What follows belongs to an exercise in optimizing a design on an open flow for a short achievable clock period and few clock cycles; a production flow would make more cautious choices.
In this exercise RTL edits were held to simulation tests only and were not proved equivalent to the original.
Power is estimated from default activity; no workload was simulated.

==> build 47: inputs <==
==> flow/design.v <==
`timescale 1ns/1ps
package rv_pkg;
    localparam int XLEN       = 32;
    localparam int REG_ADDR_W = 5;
endpackage
`timescale 1ns/1ps
`timescale 1ns/1ps
module reg_file (
    input  logic        i_clk,
    input  logic        i_reset,
    input  logic [4:0]  i_rs1,
    input  logic [4:0]  i_rs2,
    input  logic [4:0]  i_rd,
    input  logic        i_write,
    input  logic [31:0] i_wdata,
    output logic [31:0] o_rs1_data,
    output logic [31:0] o_rs2_data
);
    logic [31:0] regs [1:31];
    logic [31:1] written;
    always_ff @(posedge i_clk or posedge i_reset) begin
        if (i_reset) begin
            written <= '0;
        end else if (i_write && i_rd != '0) begin
            written[i_rd] <= 1'b1;
        end
    end
    always_ff @(posedge i_clk) begin
        if (i_write && i_rd != '0) begin
            regs[i_rd] <= i_wdata;
        end
    end
    assign o_rs1_data = (i_rs1 == '0 || !written[i_rs1]) ? '0 : regs[i_rs1];
    assign o_rs2_data = (i_rs2 == '0 || !written[i_rs2]) ? '0 : regs[i_rs2];
endmodule
`timescale 1ns/1ps
module ks_add #(
    parameter int N = 32
) (
    input  logic [N-1:0] i_a,
    input  logic [N-1:0] i_b,
    input  logic         i_cin,
    output logic [N-1:0] o_sum,
    output logic         o_cout
);
    localparam int L = (N > 16) ? 5 : (N > 8) ? 4 : (N > 4) ? 3 : 2;
    logic [N-1:0]        p0;
    logic [L:0][N-1:0]   g, p;
    assign p0   = i_a ^ i_b;
    assign p[0] = p0;
    assign g[0] = (i_a & i_b) | {{(N-1){1'b0}}, p0[0] & i_cin};
    for (genvar l = 1; l <= L; l++) begin : g_lvl
        for (genvar i = 0; i < N; i++) begin : g_bit
            if (i >= (1 << (l - 1))) begin : g_op
                assign g[l][i] = g[l-1][i] | (p[l-1][i] & g[l-1][i - (1 << (l - 1))]);
                assign p[l][i] = p[l-1][i] & p[l-1][i - (1 << (l - 1))];
            end else begin : g_pass
                assign g[l][i] = g[l-1][i];
                assign p[l][i] = p[l-1][i];
            end
        end
    end
    assign o_sum  = p0 ^ {g[L][N-2:0], i_cin};
    assign o_cout = g[L][N-1];
endmodule
module alu (
    input  logic [31:0] i_a,
    input  logic [31:0] i_b,
    input  logic        i_sub,       
    input  logic        i_sel_sum,
    input  logic        i_sel_slt,
    input  logic        i_sel_sltu,
    input  logic        i_sel_sll,
    input  logic        i_sel_srl,   
    input  logic        i_sra,
    input  logic        i_sel_xor,
    input  logic        i_sel_or,
    input  logic        i_sel_and,
    input  logic        i_sel_pre,
    input  logic [31:0] i_pre,       
    output logic [31:0] o_sum,
    output logic [31:0] o_result,
    output logic        o_eq,
    output logic        o_lt,
    output logic        o_ltu
);
    logic        cout;
    logic [31:0] sll, srl;
    ks_add #(.N(32)) add_i (
        .i_a    (i_a),
        .i_b    (i_b ^ {32{i_sub}}),
        .i_cin  (i_sub),
        .o_sum  (o_sum),
        .o_cout (cout)
    );
    assign o_ltu = !cout;
    assign o_lt  = (i_a[31] ^ i_b[31]) ? i_a[31] : o_sum[31];
    assign o_eq  = (i_a == i_b);
    assign sll = i_a << i_b[4:0];
    assign srl = 32'($signed({i_sra & i_a[31], i_a}) >>> i_b[4:0]);
    assign o_result = ({32{i_sel_sum}}  & o_sum)
                    | ({32{i_sel_slt}}  & {31'd0, o_lt})
                    | ({32{i_sel_sltu}} & {31'd0, o_ltu})
                    | ({32{i_sel_sll}}  & sll)
                    | ({32{i_sel_srl}}  & srl)
                    | ({32{i_sel_xor}}  & (i_a ^ i_b))
                    | ({32{i_sel_or}}   & (i_a | i_b))
                    | ({32{i_sel_and}}  & (i_a & i_b))
                    | ({32{i_sel_pre}}  & i_pre);
endmodule
`timescale 1ns/1ps
`timescale 1ns/1ps
`timescale 1ns/1ps
module rv_core (
    input  logic            i_clk,
    input  logic            i_reset,
    input  logic [rv_pkg::XLEN-1:0] i_instruction,
    input  logic [rv_pkg::XLEN-1:0] i_bus_read_data,
    output logic [rv_pkg::XLEN-1:0] o_rom_pc,
    output logic [rv_pkg::XLEN-1:0] o_bus_address,
    output logic [rv_pkg::XLEN-1:0] o_bus_wr_data,
    output logic            o_bus_wr_enable,
    output logic            o_bus_rd_enable
);
    localparam logic [6:0] OP_LUI    = 7'b0110111;
    localparam logic [6:0] OP_AUIPC  = 7'b0010111;
    localparam logic [6:0] OP_JAL    = 7'b1101111;
    localparam logic [6:0] OP_JALR   = 7'b1100111;
    localparam logic [6:0] OP_BRANCH = 7'b1100011;
    localparam logic [6:0] OP_LOAD   = 7'b0000011;
    localparam logic [6:0] OP_STORE  = 7'b0100011;
    localparam logic [6:0] OP_IMM    = 7'b0010011;
    localparam logic [6:0] OP_REG    = 7'b0110011;
    logic [31:1] pc_f;
    logic        v_x;
    logic [31:0] av_x, bv_x, sv_x, pre_x;
    logic [31:1] alt_x;
    logic        fa_m_x, fb_m_x, fs_m_x;
    logic [4:0]  rd_x;
    logic        wr_x, ld_x, st_x, br_x, jalr_x, pred_x;
    logic [2:0]  f3_x;
    logic        sub_x, sel_sum_x, sel_slt_x, sel_sltu_x, sel_sll_x, sel_srl_x, sra_x;
    logic        sel_xor_x, sel_or_x, sel_and_x, sel_pre_x;
    logic [31:0] res_m, sd_m;
    logic [4:0]  rd_m;
    logic        wr_m, ld_m, st_m;
    logic [31:0] res_w;
    logic [4:0]  rd_w;
    logic        wr_w, ld_w;
    logic [31:0] ins;
    logic [6:0]  opc;
    logic [2:0]  f3;
    logic [4:0]  rd, rs1, rs2;
    logic        f_lui, f_auipc, f_jal, f_jalr, f_br, f_lw, f_sw, f_opimm, f_op, f_alu;
    logic [31:0] imm_i, imm_s, imm_b, imm_u, imm_j;
    assign ins = i_instruction;
    assign opc = ins[6:0];
    assign f3  = ins[14:12];
    assign rd  = ins[11:7];
    assign rs1 = ins[19:15];
    assign rs2 = ins[24:20];
    assign f_lui   = opc == OP_LUI;
    assign f_auipc = opc == OP_AUIPC;
    assign f_jal   = opc == OP_JAL;
    assign f_jalr  = opc == OP_JALR;
    assign f_br    = opc == OP_BRANCH && f3[2:1] != 2'b01;
    assign f_lw    = opc == OP_LOAD && f3 == 3'b010;
    assign f_sw    = opc == OP_STORE && f3 == 3'b010;
    assign f_opimm = opc == OP_IMM;
    assign f_op    = opc == OP_REG;
    assign f_alu   = f_opimm || f_op;
    assign imm_i = {{20{ins[31]}}, ins[31:20]};
    assign imm_s = {{20{ins[31]}}, ins[31:25], ins[11:7]};
    assign imm_b = {{19{ins[31]}}, ins[31], ins[7], ins[30:25], ins[11:8], 1'b0};
    assign imm_u = {ins[31:12], 12'b0};
    assign imm_j = {{11{ins[31]}}, ins[31], ins[19:12], ins[20], ins[30:21], 1'b0};
    logic f_wr, f_use1, f_use2, f_jalr0;
    assign f_wr    = (f_lui || f_auipc || f_jal || f_jalr || f_lw || f_alu) && rd != 5'd0;
    assign f_use1  = f_jalr || f_br || f_lw || f_sw || f_alu;
    assign f_use2  = f_br || f_sw || f_op;
    assign f_jalr0 = f_jalr && rs1 == 5'd0;
    logic [31:0] link, t_sum;
    logic [12:1] sb_lo;
    logic        sb_c;
    logic [20:1] sj_lo;
    logic        sj_c;
    logic [31:13] hb, hb_p1, hb_m1, hb_sel;
    logic [31:21] hj, hj_p1, hj_m1, hj_sel;
    assign link = {pc_f + 31'd2, 1'b0};
    ks_add #(.N(12)) tb_add_i (
        .i_a (pc_f[12:1]), .i_b (imm_b[12:1]), .i_cin (1'b0), .o_sum (sb_lo), .o_cout (sb_c));
    assign hb    = pc_f[31:13];
    assign hb_p1[13] = ~hb[13];
    assign hb_m1[13] = ~hb[13];
    for (genvar k = 14; k < 32; k++) begin : g_hb
        assign hb_p1[k] = hb[k] ^ (&pc_f[k-1:13]);
        assign hb_m1[k] = hb[k] ^ (~|pc_f[k-1:13]);
    end
    assign hb_sel = (imm_b[31] == sb_c) ? hb : sb_c ? hb_p1 : hb_m1;
    ks_add #(.N(20)) tj_add_i (
        .i_a (pc_f[20:1]), .i_b (imm_j[20:1]), .i_cin (1'b0), .o_sum (sj_lo), .o_cout (sj_c));
    assign hj    = pc_f[31:21];
    assign hj_p1[21] = ~hj[21];
    assign hj_m1[21] = ~hj[21];
    for (genvar k = 22; k < 32; k++) begin : g_hj
        assign hj_p1[k] = hj[k] ^ (&pc_f[k-1:21]);
        assign hj_m1[k] = hj[k] ^ (~|pc_f[k-1:21]);
    end
    assign hj_sel = (imm_j[31] == sj_c) ? hj : sj_c ? hj_p1 : hj_m1;
    assign t_sum = f_jal  ? {hj_sel, sj_lo, 1'b0} :
                   f_jalr ? {imm_i[31:1], 1'b0} :
                            {hb_sel, sb_lo, 1'b0};
    logic f_pred, f_redirect;
    assign f_pred     = (rs1 == rs2) ? (f3 == 3'b000 || f3 == 3'b101 || f3 == 3'b111) : ins[31];
    assign f_redirect = f_jal || f_jalr0 || (f_br && f_pred);
    logic stall;
    assign stall = (f_use1 && rs1 != 5'd0 &&
                    ((v_x && ld_x && rd_x == rs1) || (ld_m && rd_m == rs1))) ||
                   (f_use2 && rs2 != 5'd0 &&
                    ((v_x && ld_x && rd_x == rs2) || (ld_m && rd_m == rs2)));
    logic [31:0] rf1, rf2, wdata_w, r1, r2;
    assign wdata_w = ld_w ? i_bus_read_data : res_w;
    reg_file reg_file_i (
        .i_clk      (i_clk),
        .i_reset    (i_reset),
        .i_rs1      (rs1),
        .i_rs2      (rs2),
        .i_rd       (rd_w),
        .i_write    (wr_w),
        .i_wdata    (wdata_w),
        .o_rs1_data (rf1),
        .o_rs2_data (rf2)
    );
    assign r1 = (wr_m && rd_m == rs1) ? res_m : (wr_w && rd_w == rs1) ? wdata_w : rf1;
    assign r2 = (wr_m && rd_m == rs2) ? res_m : (wr_w && rd_w == rs2) ? wdata_w : rf2;
    logic h1_x, h2_x;
    assign h1_x = v_x && wr_x && rd_x == rs1;
    assign h2_x = v_x && wr_x && rd_x == rs2;
    logic f_bimm;
    assign f_bimm = !(f_op || f_br);
    logic [31:0] a, b, sdata, sum, x_result;
    logic        eq, lt, ltu, taken;
    assign a     = fa_m_x ? res_m : av_x;
    assign b     = fb_m_x ? res_m : bv_x;
    assign sdata = fs_m_x ? res_m : sv_x;
    alu alu_i (
        .i_a        (a),
        .i_b        (b),
        .i_sub      (sub_x),
        .i_sel_sum  (sel_sum_x),
        .i_sel_slt  (sel_slt_x),
        .i_sel_sltu (sel_sltu_x),
        .i_sel_sll  (sel_sll_x),
        .i_sel_srl  (sel_srl_x),
        .i_sra      (sra_x),
        .i_sel_xor  (sel_xor_x),
        .i_sel_or   (sel_or_x),
        .i_sel_and  (sel_and_x),
        .i_sel_pre  (sel_pre_x),
        .i_pre      (pre_x),
        .o_sum      (sum),
        .o_result   (x_result),
        .o_eq       (eq),
        .o_lt       (lt),
        .o_ltu      (ltu)
    );
    always_comb begin
        case (f3_x[2:1])
            2'b00:   taken = eq ^ f3_x[0];
            2'b10:   taken = lt ^ f3_x[0];
            default: taken = ltu ^ f3_x[0];
        endcase
    end
    logic        x_redirect;
    logic [31:1] x_target;
    assign x_redirect = v_x && ((br_x && taken != pred_x) || jalr_x);
    assign x_target   = jalr_x ? sum[31:1] : alt_x;
    logic [31:1] pc_f_next;
    always_comb begin
        if (x_redirect)      pc_f_next = x_target;
        else if (stall)      pc_f_next = pc_f;
        else if (f_redirect) pc_f_next = t_sum[31:1];
        else                 pc_f_next = link[31:1];
    end
    always_ff @(posedge i_clk or posedge i_reset) begin
        if (i_reset) begin
            pc_f <= '0;
            v_x  <= 1'b0;
            wr_m <= 1'b0;
            ld_m <= 1'b0;
            st_m <= 1'b0;
            wr_w <= 1'b0;
            ld_w <= 1'b0;
        end else begin
            pc_f <= pc_f_next;
            v_x  <= !x_redirect && !stall;
            wr_m <= v_x && wr_x;
            ld_m <= v_x && ld_x;
            st_m <= v_x && st_x;
            wr_w <= wr_m;
            ld_w <= ld_m;
        end
    end
    always_ff @(posedge i_clk) begin
        av_x   <= f_auipc ? {pc_f, 1'b0} : r1;
        bv_x   <= f_bimm ? (f_sw ? imm_s : f_auipc ? imm_u : imm_i) : r2;
        sv_x   <= r2;
        fa_m_x <= h1_x && !f_auipc;
        fb_m_x <= h2_x && !f_bimm;
        fs_m_x <= h2_x;
        pre_x  <= f_lui ? imm_u : link;
        alt_x  <= f_pred ? link[31:1] : t_sum[31:1];
        rd_x   <= rd;
        wr_x   <= f_wr;
        ld_x   <= f_lw;
        st_x   <= f_sw;
        br_x   <= f_br;
        jalr_x <= f_jalr && !f_jalr0;
        pred_x <= f_pred;
        f3_x   <= f3;
        sub_x      <= f_br || (f_alu && (f3 == 3'b010 || f3 == 3'b011)) ||
                      (f_op && f3 == 3'b000 && ins[30]);
        sel_sum_x  <= f_lw || f_sw || f_auipc || (f_alu && f3 == 3'b000);
        sel_slt_x  <= f_alu && f3 == 3'b010;
        sel_sltu_x <= f_alu && f3 == 3'b011;
        sel_sll_x  <= f_alu && f3 == 3'b001;
        sel_srl_x  <= f_alu && f3 == 3'b101;
        sra_x      <= ins[30];
        sel_xor_x  <= f_alu && f3 == 3'b100;
        sel_or_x   <= f_alu && f3 == 3'b110;
        sel_and_x  <= f_alu && f3 == 3'b111;
        sel_pre_x  <= f_lui || f_jal || f_jalr;
    end
    always_ff @(posedge i_clk) begin
        res_m <= x_result;
        sd_m  <= sdata;
        rd_m  <= rd_x;
    end
    always_ff @(posedge i_clk) begin
        res_w <= res_m;
        rd_w  <= rd_m;
    end
    assign o_rom_pc        = {pc_f, 1'b0};
    assign o_bus_address   = res_m;
    assign o_bus_wr_data   = sd_m;
    assign o_bus_wr_enable = st_m;
    assign o_bus_rd_enable = ld_m;
endmodule
==> flow/flow/run.sh <==
#!/bin/bash
# The standard layout, with timing repair aimed well below the clock period
# (the SDC is unchanged). The make output goes to flow_standard.log; ORFS
# keeps each step's own log under orfs/logs/.
set -euo pipefail
bash standard.sh SETUP_SLACK_MARGIN=8.5 finish > flow_standard.log 2>&1
==> flow/standard.sh <==
#!/bin/bash
# synth_recipe.tcl (not shown) runs the flow's synth.tcl, then flattens the netlist and writes it again
# the make line also repeats each setting of config.mk as NAME=value (left out here)
make -C /OpenROAD-flow-scripts/flow DESIGN_CONFIG=/design/flow/config.mk WORK_HOME=/design/flow/orfs CLKGATE_MAP_FILE= SYNTH_SCRIPT=/design/flow/synth_recipe.tcl "${@:-finish}"
==> flow/config.mk <==
export PLATFORM = sky130hd
export DESIGN_NAME = rv_core
export DESIGN_NICKNAME = rv_core
export VERILOG_FILES = /design/flow/design.v
export SDC_FILE = /design/flow/constraint.sdc
export NUM_CORES = 4
export LEC_CHECK = 0
export CAP_MARGIN = 20
export CORE_MARGIN = 2
export CORE_UTILIZATION = 35
export PLACE_DENSITY = 0.55
export SETUP_SLACK_MARGIN = 0.4
export SLEW_MARGIN = 20
==> flow/constraint.sdc <==
create_clock -name core_clock -period 12.0 [get_ports {i_clk}]
set_input_delay 2.4000 -clock core_clock [delete_from_list [all_inputs] [get_ports {i_clk}]]
set_output_delay 2.4000 -clock core_clock [all_outputs]
set_load 0.01 [all_outputs]
==> trial 14: changes against build 47 <==
--- a/flow/design.v
+++ b/flow/design.v
@@ -36,31 +36,2 @@
 `timescale 1ns/1ps
-module ks_add #(
-    parameter int N = 32
-) (
-    input  logic [N-1:0] i_a,
-    input  logic [N-1:0] i_b,
-    input  logic         i_cin,
-    output logic [N-1:0] o_sum,
-    output logic         o_cout
-);
-    localparam int L = (N > 16) ? 5 : (N > 8) ? 4 : (N > 4) ? 3 : 2;
-    logic [N-1:0]        p0;
-    logic [L:0][N-1:0]   g, p;
-    assign p0   = i_a ^ i_b;
-    assign p[0] = p0;
-    assign g[0] = (i_a & i_b) | {{(N-1){1'b0}}, p0[0] & i_cin};
-    for (genvar l = 1; l <= L; l++) begin : g_lvl
-        for (genvar i = 0; i < N; i++) begin : g_bit
-            if (i >= (1 << (l - 1))) begin : g_op
-                assign g[l][i] = g[l-1][i] | (p[l-1][i] & g[l-1][i - (1 << (l - 1))]);
-                assign p[l][i] = p[l-1][i] & p[l-1][i - (1 << (l - 1))];
-            end else begin : g_pass
-                assign g[l][i] = g[l-1][i];
-                assign p[l][i] = p[l-1][i];
-            end
-        end
-    end
-    assign o_sum  = p0 ^ {g[L][N-2:0], i_cin};
-    assign o_cout = g[L][N-1];
-endmodule
 module alu (
@@ -86,13 +57,8 @@
 );
-    logic        cout;
+    logic [32:0] sum33;
     logic [31:0] sll, srl;
-    ks_add #(.N(32)) add_i (
-        .i_a    (i_a),
-        .i_b    (i_b ^ {32{i_sub}}),
-        .i_cin  (i_sub),
-        .o_sum  (o_sum),
-        .o_cout (cout)
-    );
-    assign o_ltu = !cout;
-    assign o_lt  = (i_a[31] ^ i_b[31]) ? i_a[31] : o_sum[31];
+    assign sum33 = {1'b0, i_a} + {1'b0, i_b ^ {32{i_sub}}} + {32'd0, i_sub};
+    assign o_sum = sum33[31:0];
+    assign o_ltu = !sum33[32];
+    assign o_lt  = (i_a[31] ^ i_b[31]) ? i_a[31] : sum33[31];
     assign o_eq  = (i_a == i_b);
@@ -137,3 +103,3 @@
     logic [31:1] alt_x;
-    logic        fa_m_x, fb_m_x, fs_m_x;
+    logic        fa_m_x, fa_w_x, fb_m_x, fb_w_x, fs_m_x, fs_w_x;
     logic [4:0]  rd_x;
@@ -189,21 +155,11 @@
     assign link = {pc_f + 31'd2, 1'b0};
-    ks_add #(.N(12)) tb_add_i (
-        .i_a (pc_f[12:1]), .i_b (imm_b[12:1]), .i_cin (1'b0), .o_sum (sb_lo), .o_cout (sb_c));
+    assign {sb_c, sb_lo} = {1'b0, pc_f[12:1]} + {1'b0, imm_b[12:1]};
     assign hb    = pc_f[31:13];
-    assign hb_p1[13] = ~hb[13];
-    assign hb_m1[13] = ~hb[13];
-    for (genvar k = 14; k < 32; k++) begin : g_hb
-        assign hb_p1[k] = hb[k] ^ (&pc_f[k-1:13]);
-        assign hb_m1[k] = hb[k] ^ (~|pc_f[k-1:13]);
-    end
+    assign hb_p1 = hb + 19'd1;
+    assign hb_m1 = hb - 19'd1;
     assign hb_sel = (imm_b[31] == sb_c) ? hb : sb_c ? hb_p1 : hb_m1;
-    ks_add #(.N(20)) tj_add_i (
-        .i_a (pc_f[20:1]), .i_b (imm_j[20:1]), .i_cin (1'b0), .o_sum (sj_lo), .o_cout (sj_c));
+    assign {sj_c, sj_lo} = {1'b0, pc_f[20:1]} + {1'b0, imm_j[20:1]};
     assign hj    = pc_f[31:21];
-    assign hj_p1[21] = ~hj[21];
-    assign hj_m1[21] = ~hj[21];
-    for (genvar k = 22; k < 32; k++) begin : g_hj
-        assign hj_p1[k] = hj[k] ^ (&pc_f[k-1:21]);
-        assign hj_m1[k] = hj[k] ^ (~|pc_f[k-1:21]);
-    end
+    assign hj_p1 = hj + 11'd1;
+    assign hj_m1 = hj - 11'd1;
     assign hj_sel = (imm_j[31] == sj_c) ? hj : sj_c ? hj_p1 : hj_m1;
@@ -233,7 +189,9 @@
     );
-    assign r1 = (wr_m && rd_m == rs1) ? res_m : (wr_w && rd_w == rs1) ? wdata_w : rf1;
-    assign r2 = (wr_m && rd_m == rs2) ? res_m : (wr_w && rd_w == rs2) ? wdata_w : rf2;
-    logic h1_x, h2_x;
+    assign r1 = (wr_w && rd_w == rs1) ? wdata_w : rf1;
+    assign r2 = (wr_w && rd_w == rs2) ? wdata_w : rf2;
+    logic h1_x, h1_m, h2_x, h2_m;
     assign h1_x = v_x && wr_x && rd_x == rs1;
+    assign h1_m = wr_m && rd_m == rs1;
     assign h2_x = v_x && wr_x && rd_x == rs2;
+    assign h2_m = wr_m && rd_m == rs2;
     logic f_bimm;
@@ -242,5 +200,5 @@
     logic        eq, lt, ltu, taken;
-    assign a     = fa_m_x ? res_m : av_x;
-    assign b     = fb_m_x ? res_m : bv_x;
-    assign sdata = fs_m_x ? res_m : sv_x;
+    assign a     = fa_m_x ? res_m : fa_w_x ? res_w : av_x;
+    assign b     = fb_m_x ? res_m : fb_w_x ? res_w : bv_x;
+    assign sdata = fs_m_x ? res_m : fs_w_x ? res_w : sv_x;
     alu alu_i (
@@ -308,4 +266,7 @@
         fa_m_x <= h1_x && !f_auipc;
+        fa_w_x <= h1_m && !f_auipc;
         fb_m_x <= h2_x && !f_bimm;
+        fb_w_x <= h2_m && !f_bimm;
         fs_m_x <= h2_x;
+        fs_w_x <= h2_m;
         pre_x  <= f_lui ? imm_u : link;
==> build 96: changes against build 47 <==
--- a/flow/design.v
+++ b/flow/design.v
@@ -139,4 +139,3 @@
     logic [4:0]  rd_x;
-    logic        wr_x, ld_x, st_x, br_x, jalr_x, pred_x;
-    logic [2:0]  f3_x;
+    logic        wr_x, ld_x, st_x, jalr_x, beq_x, blt_x, bltu_x, want_x;
     logic        sub_x, sel_sum_x, sel_slt_x, sel_sltu_x, sel_sll_x, sel_srl_x, sra_x;
@@ -185,3 +184,2 @@
     logic [20:1] sj_lo;
-    logic        sj_c;
     logic [31:13] hb, hb_p1, hb_m1, hb_sel;
@@ -199,4 +197,13 @@
     assign hb_sel = (imm_b[31] == sb_c) ? hb : sb_c ? hb_p1 : hb_m1;
-    ks_add #(.N(20)) tj_add_i (
-        .i_a (pc_f[20:1]), .i_b (imm_j[20:1]), .i_cin (1'b0), .o_sum (sj_lo), .o_cout (sj_c));
+    logic [12:1]  sj_l;
+    logic         sj_lc;
+    logic [20:13] sj_m0, sj_m1;
+    logic         sj_mc0, sj_mc1;
+    logic [31:21] hj_sel0, hj_sel1;
+    ks_add #(.N(12)) tj_add_l (
+        .i_a (pc_f[12:1]), .i_b (imm_j[12:1]), .i_cin (1'b0), .o_sum (sj_l), .o_cout (sj_lc));
+    ks_add #(.N(8)) tj_add_m0 (
+        .i_a (pc_f[20:13]), .i_b (imm_j[20:13]), .i_cin (1'b0), .o_sum (sj_m0), .o_cout (sj_mc0));
+    ks_add #(.N(8)) tj_add_m1 (
+        .i_a (pc_f[20:13]), .i_b (imm_j[20:13]), .i_cin (1'b1), .o_sum (sj_m1), .o_cout (sj_mc1));
     assign hj    = pc_f[31:21];
@@ -208,3 +215,6 @@
     end
-    assign hj_sel = (imm_j[31] == sj_c) ? hj : sj_c ? hj_p1 : hj_m1;
+    assign hj_sel0 = (imm_j[31] == sj_mc0) ? hj : sj_mc0 ? hj_p1 : hj_m1;
+    assign hj_sel1 = (imm_j[31] == sj_mc1) ? hj : sj_mc1 ? hj_p1 : hj_m1;
+    assign sj_lo   = sj_lc ? {sj_m1, sj_l} : {sj_m0, sj_l};
+    assign hj_sel  = sj_lc ? hj_sel1 : hj_sel0;
     assign t_sum = f_jal  ? {hj_sel, sj_lo, 1'b0} :
@@ -241,3 +251,3 @@
     logic [31:0] a, b, sdata, sum, x_result;
-    logic        eq, lt, ltu, taken;
+    logic        eq, lt, ltu;
     assign a     = fa_m_x ? res_m : av_x;
@@ -266,13 +276,9 @@
     );
-    always_comb begin
-        case (f3_x[2:1])
-            2'b00:   taken = eq ^ f3_x[0];
-            2'b10:   taken = lt ^ f3_x[0];
-            default: taken = ltu ^ f3_x[0];
-        endcase
-    end
     logic        x_redirect;
     logic [31:1] x_target;
-    assign x_redirect = v_x && ((br_x && taken != pred_x) || jalr_x);
+    assign x_redirect = jalr_x || (beq_x && (eq ^ want_x)) || (blt_x && (lt ^ want_x)) ||
+                        (bltu_x && (ltu ^ want_x));
     assign x_target   = jalr_x ? sum[31:1] : alt_x;
+    logic        f_go;
+    assign f_go = !x_redirect && !stall;
     logic [31:1] pc_f_next;
@@ -287,3 +293,7 @@
             pc_f <= '0;
-            v_x  <= 1'b0;
+            v_x    <= 1'b0;
+            jalr_x <= 1'b0;
+            beq_x  <= 1'b0;
+            blt_x  <= 1'b0;
+            bltu_x <= 1'b0;
             wr_m <= 1'b0;
@@ -295,3 +305,7 @@
             pc_f <= pc_f_next;
-            v_x  <= !x_redirect && !stall;
+            v_x    <= f_go;
+            jalr_x <= f_jalr && !f_jalr0 && f_go;
+            beq_x  <= f_br && f3[2:1] == 2'b00 && f_go;
+            blt_x  <= f_br && f3[2:1] == 2'b10 && f_go;
+            bltu_x <= f_br && f3[2:1] == 2'b11 && f_go;
             wr_m <= v_x && wr_x;
@@ -316,6 +330,3 @@
         st_x   <= f_sw;
-        br_x   <= f_br;
-        jalr_x <= f_jalr && !f_jalr0;
-        pred_x <= f_pred;
-        f3_x   <= f3;
+        want_x <= f_pred ^ f3[0];
         sub_x      <= f_br || (f_alu && (f3 == 3'b010 || f3 == 3'b011)) ||
==> run notes <==
WORST SETUP PATH
-------------------------------------------------------------------
Stage delay of the slowest cell on the critical path .      0.43 ns
CP Data Arrival Time .................................      5.35 ns
Capturing point of the worst reg2reg path ............     pc_f[19]

GLOBAL ROUTING
-------------------------------------------------------------------
Largest net degree at the start of global routing ....           66

RUN STATUS
-------------------------------------------------------------------
Result of the run ....................................  timing/DRC/antenna clean

LAYOUT
-------------------------------------------------------------------
Non-clock buffer total of the final layout ...........          821
Area overhead of the layout relative to synthesis ....       30.90%

PLACE
-------------------------------------------------------------------
Sum of net half-perimeters after detailed placement ..    176900 µm

ROUTE
-------------------------------------------------------------------
Routed length on met1 ................................    115400 µm

POWER
-------------------------------------------------------------------
Flop pwr share .......................................        39.3%

That was build 96.
==> run notes <==
GLOBAL ROUTING
-------------------------------------------------------------------
Largest net degree at the start of global routing ....           65

WORST SETUP PATH
-------------------------------------------------------------------
Stage delay of the slowest cell on the critical path .      0.44 ns
CP Data Arrival Time .................................      5.22 ns

POWER
-------------------------------------------------------------------
Worst vdd ir .........................................     135.1 µV
Flop pwr share .......................................        41.1%

RUN STATUS
-------------------------------------------------------------------
Result of the run ....................................  timing/DRC/antenna clean

CLOCK TREE
-------------------------------------------------------------------
TritonCTS clock tree .................................         done

LAYOUT
-------------------------------------------------------------------
Non-clock buffer total of the final layout ...........          782
Area overhead of the layout relative to synthesis ....       29.93%

PLACE
-------------------------------------------------------------------
Count of input and output buffers ....................          162
Sum of net half-perimeters after detailed placement ..    171400 µm

That was build 47.
==> run notes <==
RUN STATUS
-------------------------------------------------------------------
Result of the run ....................................  timing/DRC/antenna clean

LAYOUT
-------------------------------------------------------------------
Register ranked first by flip-flop count ............. reg_file_i.regs
Area overhead of the layout relative to synthesis ....       30.37%
Post-route design area ...............................    94220 µm²
Non-clock buffer total of the final layout ...........          796

PLACE
-------------------------------------------------------------------
Sum of net half-perimeters after detailed placement ..    178500 µm

GLOBAL ROUTING
-------------------------------------------------------------------
Largest net degree at the start of global routing ....           77

WORST SETUP PATH
-------------------------------------------------------------------
Capturing point of the worst reg2reg path ............     pc_f[18]
Total number of cells along the worst setup path .....           22
Stage delay of the slowest cell on the critical path .      0.37 ns

ROUTE
-------------------------------------------------------------------
Routed length on met1 ................................    112400 µm
Per-cell routed wire length ..........................     35.47 µm

POWER
-------------------------------------------------------------------
Flop pwr share .......................................        34.5%

FLOORPLANNING
-------------------------------------------------------------------
Tap cells ............................................         2688

That was trial 14.
Testbench counts of build 47, summed over its fixed seeds: cycles 32,644.
Testbench counts of trial 14, summed over its fixed seeds: cycles 32,644.
Testbench counts of build 96, summed over its fixed seeds: cycles 32,644.

==> static timing again, ports no longer ideal <==
The results above use ideal ports. As a check the final layouts listed here were re-extracted and re-timed, cells and wires unchanged. Step 1 (the two cells are an assumption about what drives the block):
set clk [get_ports {i_clk}]
set_driving_cell -lib_cell sky130_fd_sc_hd__clkbuf_16 $clk
set_driving_cell -lib_cell sky130_fd_sc_hd__buf_2 [delete_from_list [all_inputs] $clk]
Step 2 times the ports against the registers' clock, not the clock port: input delays grow and output delays shrink by t, the midpoint of the rising clock arrivals with the driver on. Three values: ideal ports, drivers, drivers and shift; two values: the first two.
| run | shift t [ns] | setup WS [ns] | worst setup path after step 2 | clock arrival spread, ns |
|---|---|---|---|---|
| build 47 | 0.895 | 7.448 / 7.324 / 6.429 | input to register | 0.041 / 0.041 |
| trial 14 | 0.904 | 6.205 / 6.198 / 5.294 | input to register | 0.048 / 0.048 |
| build 96 | 0.893 | 7.346 / 7.176 / 6.282 | input to register | 0.071 / 0.071 |
After both steps setup and hold are still met in every run listed. The setup slack of build 96, which loses most, moves by -0.170 ns with the drivers and by -1.064 ns with both steps.
